What follows belongs to an exercise in optimizing a design on an open flow for small area, a short achievable clock period and few clock cycles per item; a production flow would make more cautious choices. The RTL was checked by simulation tests, not by an equivalence proof against the original design. No activity file was given, so power comes from the tool's default toggle rates.

==> flow/design.v (excerpt) <==
module strict_priority_packet_queue #(
    parameter int PRIORITY_LEVELS = spq_pkg::DEF_PRIORITY_LEVELS,
    parameter int QUEUE_DEPTH     = spq_pkg::DEF_QUEUE_DEPTH,
    parameter int TAG_WIDTH       = spq_pkg::DEF_TAG_WIDTH,
    parameter int MAX_SEND        = spq_pkg::DEF_MAX_SEND
) (
    input  logic i_clk,
    input  logic i_rst_n,
    input  logic i_s_axis_tvalid,
    output logic o_s_axis_tready,
    input  logic [((spq_pkg::PRIO_W+TAG_WIDTH+spq_pkg::SEND_W+7)/8)*8-1:0] i_s_axis_tdata,
    input  logic i_s_axis_tuser,
    output logic o_m_axis_tvalid,
    input  logic i_m_axis_tready,
    output logic [((TAG_WIDTH+spq_pkg::PRIO_W+7)/8)*8-1:0] o_m_axis_tdata,
    output logic o_m_axis_tlast,
    input  logic                        i_cfg_wr_en,
    input  logic [spq_pkg::QLEN_W-1:0]  i_cfg_wr_data
);
    localparam int LEVELS     = PRIORITY_LEVELS;
    localparam int LVL_W      = (LEVELS > 1) ? $clog2(LEVELS) : 1;
    localparam int SLOTS      = QUEUE_DEPTH - 1;            
    localparam int SLOT_W     = $clog2(SLOTS);
    localparam int CNT_W      = $clog2(SLOTS + 1);
    localparam int TOT_W      = $clog2(SLOTS * LEVELS + 1);
    localparam int W_W        = $clog2(MAX_SEND + 1);
    localparam int OUT_DATA_W = ((TAG_WIDTH + spq_pkg::PRIO_W + 7) / 8) * 8;
    localparam int SENDS      = 4;                          
    localparam int PAY_W      = spq_pkg::QLEN_W + TAG_WIDTH;
    function automatic logic [SLOT_W-1:0] ring_add(input logic [SLOT_W-1:0] a,
                                                   input logic [CNT_W-1:0]  b);
        logic [SLOT_W+1:0] sum;
  ...
Size: roughly 69 I/O pins, ~0.097 sq mm of cells after synthesis.
Settings: LEC_CHECK=0, ABC_AREA=1, CAP_MARGIN=20, CORE_MARGIN=2, CORE_UTILIZATION=60, CTS_CLUSTER_DIAMETER=60, CTS_CLUSTER_SIZE=30, SETUP_SLACK_MARGIN=3.2, SLEW_MARGIN=20; clock period 6.5 ns.
run.sh (not shown) runs the stock make flow with config.mk's settings and CLKGATE_MAP_FILE= SYNTH_SCRIPT=/design/flow/synth_recipe.tcl, a recipe that flattens the netlist after the stock synthesis.
Testbench counts at the start, summed over its fixed seeds: cycles 5,021, items 4,800.
Then changed:
--- a/flow/design.v
+++ b/flow/design.v
@@ -90,12 +90,20 @@
         dif = {2'b00, a} - {1'b0, b};
         if ({1'b0, a} < b) begin
             dif = dif + (SLOT_W+2)'(SLOTS);
         end
         ring_sub = dif[SLOT_W-1:0];
     endfunction
+    function automatic logic [TOT_W-1:0] above_mask(input int l);
+        above_mask = '0;
+        for (int b = 0; b < TOT_W; b++) begin
+            if ((SLOTS * (LEVELS - l)) >= (1 << b)) begin
+                above_mask[b] = 1'b1;
+            end
+        end
+    endfunction
     function automatic logic [SLOT_W-1:0] ring_inc(input logic [SLOT_W-1:0] a);
         ring_inc = (a == SLOT_W'(SLOTS - 1)) ? '0 : a + SLOT_W'(1);
     endfunction
     logic [spq_pkg::QLEN_W-1:0] r_max_len;
     logic [CNT_W-1:0]      r_count [LEVELS];    
     logic [CNT_W-1:0]      r_cur   [LEVELS];    
@@ -135,16 +143,16 @@
     logic [spq_pkg::PRIO_W-1:0] r_out_prio;
     logic                  r_out_last;
     logic [LEVELS-1:0] live;         
     logic [LEVELS-1:0] curm;         
     logic [LEVELS-1:0] penm;         
     logic [LEVELS-1:0] live_above;   
-    logic [LEVELS-1:0] full;         
-    logic [LEVELS-1:0] cmp;          
     logic              cur_empty;
     logic [LEVELS-1:0] rmask;        
+    logic [LEVELS-1:0] full;         
+    logic [LEVELS-1:0] cmp;          
     logic [LEVELS-1:0] rd_oh;        
     logic [LVL_W-1:0]  rd_lvl;
     always_comb begin
         for (int l = 0; l < LEVELS; l++) begin
             live[l] = (r_count[l] != '0);
             curm[l] = (r_cur[l] != '0);
@@ -174,14 +182,12 @@
     logic              it_cmp;
     always_comb begin
         it_cnt  = '0;
         it_tail = '0;
         it_rdp  = '0;
         it_pc   = '0;
-        it_full = 1'b0;
-        it_cmp  = 1'b0;
         for (int l = 0; l < LEVELS; l++) begin
             if (r_it_lvl[l]) begin
                 it_cnt  = it_cnt  | r_count[l];
                 it_tail = it_tail | r_tail[l];
                 it_rdp  = it_rdp  | r_rdp[l];
                 it_pc   = it_pc   | r_pc[l];
@@ -283,13 +289,13 @@
     assign c_pc     = it_pc - r_c_drop;
     assign c_tail   = ring_sub(it_tail, r_c_drop);
     logic [SLOT_W-1:0] c_src_next;
     assign c_src_next = ring_add(it_rdp, CNT_W'(2));
     always_comb begin
         for (int l = 0; l < LEVELS; l++) begin
-            {borrow[l], diff[l]} = {1'b0, r_above[l]} - {1'b0, above_sub};
+            {borrow[l], diff[l]} = {1'b0, r_above[l] & above_mask(l)} - {1'b0, above_sub};
         end
     end
     always_comb begin
         for (int l = 0; l < LEVELS; l++) begin
             left[l]   = (r_it_send && borrow[l]) ? '0 : diff[l];
             rd_dec[l] = CNT_W'(rd_go && rd_oh[l]);
@@ -376,25 +382,23 @@
                 end else begin
                     r_it_send <= (i_s_axis_tuser == spq_pkg::ACT_SEND);
                     r_it_lvl  <= LEVELS'(1) << i_s_axis_tdata[LVL_W-1:0];
                     r_it_pay  <= in_pay;
                 end
             end
-            if (it_free) begin
-                r_sk_v <= 1'b0;
-            end else if (in_xfer) begin
-                r_sk_v    <= 1'b1;
+            r_sk_v <= !it_free && (r_sk_v || in_xfer);
+            if (!r_sk_v) begin
                 r_sk_send <= (i_s_axis_tuser == spq_pkg::ACT_SEND);
                 r_sk_lvl  <= i_s_axis_tdata[LVL_W-1:0];
                 r_sk_pay  <= in_pay;
             end
             for (int l = 0; l < LEVELS; l++) begin
                 r_count[l] <= n_count[l];
                 r_cur[l]   <= n_cur[l];
                 r_pc[l]    <= n_pc[l];
-                r_above[l] <= n_above[l];
+                r_above[l] <= n_above[l] & above_mask(l);
                 if (rcv_app && r_it_lvl[l]) begin
                     r_tail[l] <= app_tail;
                 end
                 if (c_setup && r_it_lvl[l]) begin
                     r_tail[l] <= c_tail;
                 end
Effect: The new run completed with no timing, DRC or antenna violations; global-route usage drops by 0.97 points; total power drops by a little under a tenth; final cell count drops slightly; register-to-register slack loses 140 ps; worst setup slack loses 140 ps; sequential cell count drops by 7; core utilization drops by 0.75 points; combinational power drops by about a fifth.
Testbench counts after the change, summed over its fixed seeds: cycles 5,021, items 4,800.

[separate check: timing with driven ports]
The results above use ideal ports. As a check the final layouts listed here were re-extracted and re-timed, cells and wires unchanged.
Step 1, drivers: a clkbuf_16 drives i_clk and a buf_2 each remaining input, both assumed.
Step 2 adds t to the input delays and takes it off the output delays; t is the mean of the earliest and latest rising clock arrival at the registers after step 1. Input paths then give back, and output paths get back, about the clock's delay inside the block.
a / b / c = ideal / step 1 / step 2; a / b = the first two.
| run | shift t [ns] | setup WS [ns] | worst slew at a driven data input, ns | pins driven straight from the clock port |
|---|---|---|---|---|
| the first run | 0.909 | 3.177 / 3.170 / 2.551 | 0.05 | 1 |
| the second run | 0.893 | 3.036 / 3.036 / 2.794 | 0.04 | 1 |
After both steps setup and hold are still met in every run listed. For the first run, which loses most, drivers alone change the setup slack by -0.007 ns; drivers and shift together by -0.626 ns.
